Source: an optimization exercise on an open RTL-to-GDS flow (aim: small area, a short achievable clock period and few clock cycles per item). Production flows keep margins and buffers that such runs may drop. In this exercise RTL edits were held to simulation tests only and were not proved equivalent to the original. Power figures rest on the tool's default switching activity, not on a simulated workload.

// breakpoint_address_table_unit
module breakpoint_address_table_unit (
   input  logic                   clock,
   input  logic                   reset,
   input  logic                   req_valid,
   output logic                   req_ready,
   input  logic [1:0]             req_operation,
   input  logic [bat_pkg::ADDR_W-1:0]      req_address,
   output logic                   rsp_valid,
   input  logic                   rsp_ready,
   output logic                   rsp_success,
   output logic [bat_pkg::COUNT_OUT_W-1:0] rsp_entry_count
);
For scale: about 1600 cells after synthesis, about 610 flip-flops, about 25000 um2 of cells after synthesis.
Settings: LEC_CHECK=0, CAP_MARGIN=20, CORE_MARGIN=2, CORE_UTILIZATION=65, CTS_BUF_LIST=sky130_fd_sc_hd__clkbuf_8 sky130_fd_sc_hd__clkbuf_16, CTS_CLUSTER_DIAMETER=60, CTS_CLUSTER_SIZE=18, SETUP_SLACK_MARGIN=3.7, SLEW_MARGIN=20; clock period 6.0 ns.
run.sh (not shown) runs the stock make flow with config.mk's settings and CLKGATE_MAP_FILE= SYNTH_SCRIPT=/design/flow/synth_recipe.tcl, a recipe that flattens the netlist after the stock synthesis.
Testbench counts at the start, summed over its fixed seeds: cycles 6,008, items 6,000.
Then changed:
--- a/flow/config.mk
+++ b/flow/config.mk
@@ -9,6 +9,7 @@
 export CORE_MARGIN = 2
-export CORE_UTILIZATION = 65
-export CTS_BUF_LIST = sky130_fd_sc_hd__clkbuf_8 sky130_fd_sc_hd__clkbuf_16
-export CTS_CLUSTER_DIAMETER = 60
-export CTS_CLUSTER_SIZE = 18
+export CORE_UTILIZATION = 70
+export CTS_BUF_LIST = sky130_fd_sc_hd__clkbuf_16
+export CTS_CLUSTER_DIAMETER = 100
+export CTS_CLUSTER_SIZE = 30
+export PLACE_DENSITY = 0.85
 export SETUP_SLACK_MARGIN = 3.7
What happened: Setup slack got worse by 0.057 ns. Register-to-register slack degrades by 0.15 ns. Final area is lower by 1.6%. Utilization rises by 5.2 points. Count of clock-buffer cells in the layout is lower by 22. Total power went down by 11%. Non-clock buffer count falls by 1.
Then changed:
--- a/flow/config.mk
+++ b/flow/config.mk
@@ -9,7 +9,4 @@
 export CORE_MARGIN = 2
-export CORE_UTILIZATION = 70
-export CTS_BUF_LIST = sky130_fd_sc_hd__clkbuf_16
-export CTS_CLUSTER_DIAMETER = 100
-export CTS_CLUSTER_SIZE = 30
-export PLACE_DENSITY = 0.85
+export CORE_UTILIZATION = 65
+export CTS_BUF_LIST = sky130_fd_sc_hd__clkbuf_4 sky130_fd_sc_hd__clkbuf_8
 export SETUP_SLACK_MARGIN = 3.7
=> The new run ran to the end with no violations. Fmax is about the same. Synthesized cell count is unchanged. Final area came out higher by 2.5%. Die area came out higher by about 7.5%. Clock skew came out lower by 0.012 ns. Routed wire length came out lower by 4.6%. Final cell count came out higher by 7.5%. Area after synthesis stays the same. Non-clock buffer count came out lower by 14. Total power came out higher by 20%. Clock-buffer cell count came out higher by 137.
Then changed:
--- a/flow/config.mk
+++ b/flow/config.mk
@@ -10,3 +10,5 @@
 export CORE_UTILIZATION = 65
-export CTS_BUF_LIST = sky130_fd_sc_hd__clkbuf_4 sky130_fd_sc_hd__clkbuf_8
+export CTS_BUF_LIST = sky130_fd_sc_hd__clkbuf_16
+export CTS_CLUSTER_DIAMETER = 100
+export CTS_CLUSTER_SIZE = 30
 export SETUP_SLACK_MARGIN = 3.7
=> The changed run went through all stages and came out clean; total power fell by 17%; setup slack improves by 0.14 ns; area after synthesis does not change; combinational power barely changes; sequential share of layout area rose by 2.4 points; core utilization fell by 3.2 points; clock-buffer cell count fell by 136; hold slack improves by 0.022 ns; via count fell by 3.4%; design area fell by 3.9%.

The RTL this note starts from:
==> flow/design.v <==
package bat_pkg;
   localparam int TABLE_ENTRIES = 16;
   localparam int ADDR_W        = 32;
   localparam int COUNT_OUT_W   = 5;
   localparam int CNT_W         = $clog2(TABLE_ENTRIES + 1);
   typedef enum logic [1:0] {
      OP_CHECK  = 2'd0,
      OP_SET    = 2'd1,
      OP_DELETE = 2'd2,
      OP_CLEAR  = 2'd3
   } op_type;
endpackage
module bat_ctrl (
   input  logic        clock,
   input  logic        reset,
   input  logic        req_valid,
   output logic        req_ready,
   output logic        req_fire,
   input  logic        pend_valid,   
   input  logic        res_valid,    
   input  logic        res_success,
   input  logic [bat_pkg::COUNT_OUT_W-1:0] res_count,
   output logic        rsp_valid,
   input  logic        rsp_ready,
   output logic        rsp_success,
   output logic [bat_pkg::COUNT_OUT_W-1:0] rsp_entry_count
);
   localparam int RW = bat_pkg::COUNT_OUT_W + 1;
   logic [3:0]    qv_ff;             
   logic [RW-1:0] q_ff [4];
   logic [RW-1:0] res;
   logic          pop;
   assign res = {res_success, res_count};
   assign pop = qv_ff[0] && rsp_ready;
   logic          ready_ff;
   logic [3:0]    qv_in;
   assign req_ready = ready_ff;
   assign req_fire  = req_valid && ready_ff;
   assign rsp_valid       = qv_ff[0];
   assign rsp_success     = q_ff[0][RW-1];
   assign rsp_entry_count = q_ff[0][RW-2:0];
   logic [3:0]    qv_sh, qv_push;
   logic [RW-1:0] q_sh [4];
   always_comb begin
      qv_sh   = pop ? {1'b0, qv_ff[3:1]} : qv_ff;
      q_sh[0] = pop ? q_ff[1] : q_ff[0];
      q_sh[1] = pop ? q_ff[2] : q_ff[1];
      q_sh[2] = pop ? q_ff[3] : q_ff[2];
      q_sh[3] = q_ff[3];
      qv_push = {4{res_valid}} & ~qv_sh & {qv_sh[2:0], 1'b1};
   end
   assign qv_in = qv_sh | qv_push;
   always_ff @(posedge clock) begin
      if (reset) begin
         qv_ff    <= '0;
         ready_ff <= 1'b1;
      end else begin
         qv_ff    <= qv_in;
         ready_ff <= req_fire ? (pend_valid ? !qv_in[1] : !qv_in[2])
                              : (pend_valid ? !qv_in[2] : !qv_in[3]);
      end
   end
   always_ff @(posedge clock) begin
      for (int k = 0; k < 4; k++) begin
         q_ff[k] <= qv_sh[k] ? q_sh[k] : res;
      end
   end
endmodule
module bat_datapath (
   input  logic                            clock,
   input  logic                            reset,
   input  logic                            req_fire,
   input  logic [1:0]                      req_operation,
   input  logic [bat_pkg::ADDR_W-1:0]      req_address,
   output logic                            pend_valid,
   output logic                            res_valid,
   output logic                            res_success,
   output logic [bat_pkg::COUNT_OUT_W-1:0] res_count
);
   localparam int N = bat_pkg::TABLE_ENTRIES;
   logic [bat_pkg::ADDR_W-1:0] addr_ff [N];
   logic [N-1:0]               valid_ff;
   logic [bat_pkg::CNT_W-1:0]  count_ff;
   logic                       v0_ff;
   logic [1:0]                 op0_ff;
   logic [bat_pkg::ADDR_W-1:0] key0_ff;
   logic                       v_ff;
   logic [1:0]                 op_ff;
   logic [bat_pkg::ADDR_W-1:0] key_ff;
   logic [N-1:0]               eq_ff;      
   logic [N-1:0] eq_in;
   logic         fwd;
   logic [N-1:0] match, alloc, free_below;
   logic         hit, full, is_chk, is_set, is_del, is_clr, claim, drop;
   logic [N-1:0] valid_in;
   logic [bat_pkg::CNT_W-1:0] count_in;
   always_comb begin
      fwd = (key_ff == key0_ff);
      for (int i = 0; i < N; i++) begin
         eq_in[i] = alloc[i] ? fwd : (addr_ff[i] == key0_ff);
      end
   end
   always_ff @(posedge clock) begin
      if (reset) begin
         v0_ff <= 1'b0;
         v_ff  <= 1'b0;
      end else begin
         v0_ff <= req_fire;
         v_ff  <= v0_ff;
      end
      op0_ff  <= req_operation;
      key0_ff <= req_address;
      op_ff   <= op0_ff;
      key_ff  <= key0_ff;
      eq_ff  <= eq_in;
   end
   always_comb begin
      is_chk = v_ff && (op_ff == bat_pkg::OP_CHECK);
      is_set = v_ff && (op_ff == bat_pkg::OP_SET);
      is_del = v_ff && (op_ff == bat_pkg::OP_DELETE);
      is_clr = v_ff && (op_ff == bat_pkg::OP_CLEAR);
      for (int i = 0; i < N; i++) begin
         match[i] = valid_ff[i] && eq_ff[i];
      end
      hit  = |match;
      full = count_ff[bat_pkg::CNT_W-1];
      free_below[0] = 1'b0;
      for (int i = 1; i < N; i++) begin
         free_below[i] = free_below[i-1] || !valid_ff[i-1];
      end
      alloc = ~valid_ff & ~free_below;
      claim = is_set && !hit && !full;
      drop  = is_del && hit;
      for (int i = 0; i < N; i++) begin
         valid_in[i] = !is_clr && ((valid_ff[i] && !(is_del && match[i])) || (claim && alloc[i]));
      end
      if (is_clr)     count_in = '0;
      else if (claim) count_in = count_ff + bat_pkg::CNT_W'(1);
      else if (drop)  count_in = count_ff - bat_pkg::CNT_W'(1);
      else            count_in = count_ff;
      res_success = hit || is_clr || (is_set && !full);
   end
   assign pend_valid = v0_ff;
   assign res_valid  = v_ff;
   assign res_count = bat_pkg::COUNT_OUT_W'(count_in);
   always_ff @(posedge clock) begin
      if (reset) begin
         valid_ff <= '0;
         count_ff <= '0;
      end else begin
         valid_ff <= valid_in;
         count_ff <= count_in;
      end
      for (int i = 0; i < N; i++) begin
         if (alloc[i]) addr_ff[i] <= key_ff;
      end
   end
endmodule
module breakpoint_address_table_unit (
   input  logic                   clock,
   input  logic                   reset,
   input  logic                   req_valid,
   output logic                   req_ready,
   input  logic [1:0]             req_operation,
   input  logic [bat_pkg::ADDR_W-1:0]      req_address,
   output logic                   rsp_valid,
   input  logic                   rsp_ready,
   output logic                   rsp_success,
   output logic [bat_pkg::COUNT_OUT_W-1:0] rsp_entry_count
);
   logic                            req_fire;
   logic                            pend_valid;
   logic                            res_valid;
   logic                            res_success;
   logic [bat_pkg::COUNT_OUT_W-1:0] res_count;
   bat_ctrl u_ctrl (
      .clock           (clock),
      .reset           (reset),
      .req_valid       (req_valid),
      .req_ready       (req_ready),
      .req_fire        (req_fire),
      .pend_valid      (pend_valid),
      .res_valid       (res_valid),
      .res_success     (res_success),
      .res_count       (res_count),
      .rsp_valid       (rsp_valid),
      .rsp_ready       (rsp_ready),
      .rsp_success     (rsp_success),
      .rsp_entry_count (rsp_entry_count)
   );
   bat_datapath u_datapath (
      .clock         (clock),
      .reset         (reset),
      .req_fire      (req_fire),
      .req_operation (req_operation),
      .req_address   (req_address),
      .pend_valid    (pend_valid),
      .res_valid     (res_valid),
      .res_success   (res_success),
      .res_count     (res_count)
   );
endmodule
export LEC_CHECK = 0
export CAP_MARGIN = 20
export CORE_MARGIN = 2
export CORE_UTILIZATION = 72
export CTS_BUF_LIST = sky130_fd_sc_hd__clkbuf_16
export CTS_CLUSTER_DIAMETER = 100
export CTS_CLUSTER_SIZE = 30
export SETUP_SLACK_MARGIN = 3.75
export SLEW_MARGIN = 20
create_clock -name core_clock -period 6.0 [get_ports {clock}]
standard.sh (not shown) runs the stock make flow with config.mk's settings and CLKGATE_MAP_FILE= SYNTH_SCRIPT=/design/flow/synth_recipe.tcl, a recipe that flattens the netlist after the stock synthesis.
==> flow/flow/run.sh <==
#!/bin/bash
set -euo pipefail
bash standard.sh "BUFFER_PORTS_ARGS=-buffer_cell sky130_fd_sc_hd__buf_2" finish > make_finish.log 2>&1
Testbench counts at the start, summed over its fixed seeds: cycles 6,012, items 6,000.
Change:
==> flow/run.sh (new file) <==
#!/bin/bash
# synth_recipe.tcl (not shown) runs the flow's synth.tcl, then flattens the netlist and writes it again
# the make line also repeats each setting of config.mk as NAME=value (left out here)
make -C /OpenROAD-flow-scripts/flow DESIGN_CONFIG=/design/flow/config.mk WORK_HOME=/design/flow/orfs CLKGATE_MAP_FILE= SYNTH_SCRIPT=/design/flow/synth_recipe.tcl finish
CORE_UTILIZATION = 65   (was 72)
SETUP_SLACK_MARGIN = 3.8   (was 3.75)
removed: flow/flow/run.sh
removed: flow/standard.sh
Effect:
- cell count grows by 3.1%
- via count shrinks by about 2%
- global-route usage went down by 2.4 points
- cell area is higher by 1.8%
- clock-buffer cell count does not change
- sequential power is about the same
- clock power barely changes
- clock skew goes down by 0.0058 ns
- worst setup slack barely changes
Change:
==> flow/flow/run.sh (new file) <==
#!/bin/bash
set -euo pipefail
bash standard.sh "BUFFER_PORTS_ARGS=-buffer_cell sky130_fd_sc_hd__buf_2" finish > make_finish.log 2>&1
==> flow/standard.sh (new file) <==
#!/bin/bash
# synth_recipe.tcl (not shown) runs the flow's synth.tcl, then flattens the netlist and writes it again
# the make line also repeats each setting of config.mk as NAME=value (left out here)
make -C /OpenROAD-flow-scripts/flow DESIGN_CONFIG=/design/flow/config.mk WORK_HOME=/design/flow/orfs CLKGATE_MAP_FILE= SYNTH_SCRIPT=/design/flow/synth_recipe.tcl "${@:-finish}"
SETUP_SLACK_MARGIN = 3.75   (was 3.8)
removed: flow/run.sh
Sequential power is about the same; wire length barely changes; non-clock buffer count climbs by 8; setup slack gets worse by 0.013 ns; utilization fell by 0.64 points; cell count barely changes; global-route usage came out higher by 0.17 points; register-to-register slack is worse by 0.08 ns; power shrinks by about 0.4%; final area decreases by about 0.9%.
Change:
SETUP_SLACK_MARGIN = 3.65   (was 3.75)
What happened:
- sequential power hardly moves
- cell count falls by 0.42%
- total power hardly moves
Change:
SETUP_SLACK_MARGIN = 3.8   (was 3.65)
The new run completed without violations.
Wire length hardly moves.
Via count came out higher by 0.50%.
Critical path depth fell by 2.
Sequential power hardly moves.

[afterwards: timing with drivers on the ports]
In the flow no input, the clock included, has a driving cell. The finished layouts below were timed again as built, in two steps.
Step 1 sets driving cells, clkbuf_16 on the clock port and buf_2 on the other inputs (assumed; they add their load-dependent delay and slew).
Step 2 times the ports against the registers' clock, not the clock port: input delays grow and output delays shrink by t, the midpoint of the rising clock arrivals with the driver on.
a / b / c = ideal ports / drivers / drivers and shift; a / b = the first two.
run | shift t [ns] | setup slack, ns | hold slack, ns | worst setup path after step 2 | worst data-port slew with drivers (ns)
the first run of note 1 | 0.641 | 3.578 / 3.602 / 2.961 | 0.434 / 0.434 / 0.434 | input to register | 0.05
the second run of note 1 | 0.653 | 3.521 / 3.531 / 2.878 | 0.455 / 0.455 / 0.455 | input to register | 0.07
the third run of note 1 | 0.714 | 3.523 / 3.543 / 2.829 | 0.423 / 0.423 / 0.423 | input to register | 0.05
the fourth run of note 1 | 0.639 | 3.663 / 3.622 / 3.043 | 0.445 / 0.445 / 0.445 | input to register | 0.04
the first run of note 2 | 0.643 | 3.683 / 3.628 / 3.325 | 0.339 / 0.339 / 0.339 | input to register | 0.04
the second run of note 2 | 0.648 | 3.680 / 3.623 / 3.351 | 0.342 / 0.342 / 0.342 | input to register | 0.04
the third run of note 2 | 0.659 | 3.667 / 3.606 / 3.324 | 0.342 / 0.342 / 0.342 | input to register | 0.05
the fourth run of note 2 | 0.654 | 3.683 / 3.625 / 3.206 | 0.338 / 0.338 / 0.338 | input to register | 0.04
the fifth run of note 2 | 0.650 | 3.660 / 3.603 / 3.398 | 0.344 / 0.344 / 0.344 | input to register | 0.05
After both steps every run listed still meets setup and hold. The setup slack of the third run of note 1, which loses most, moves by +0.020 ns with the drivers and by -0.694 ns with both steps.
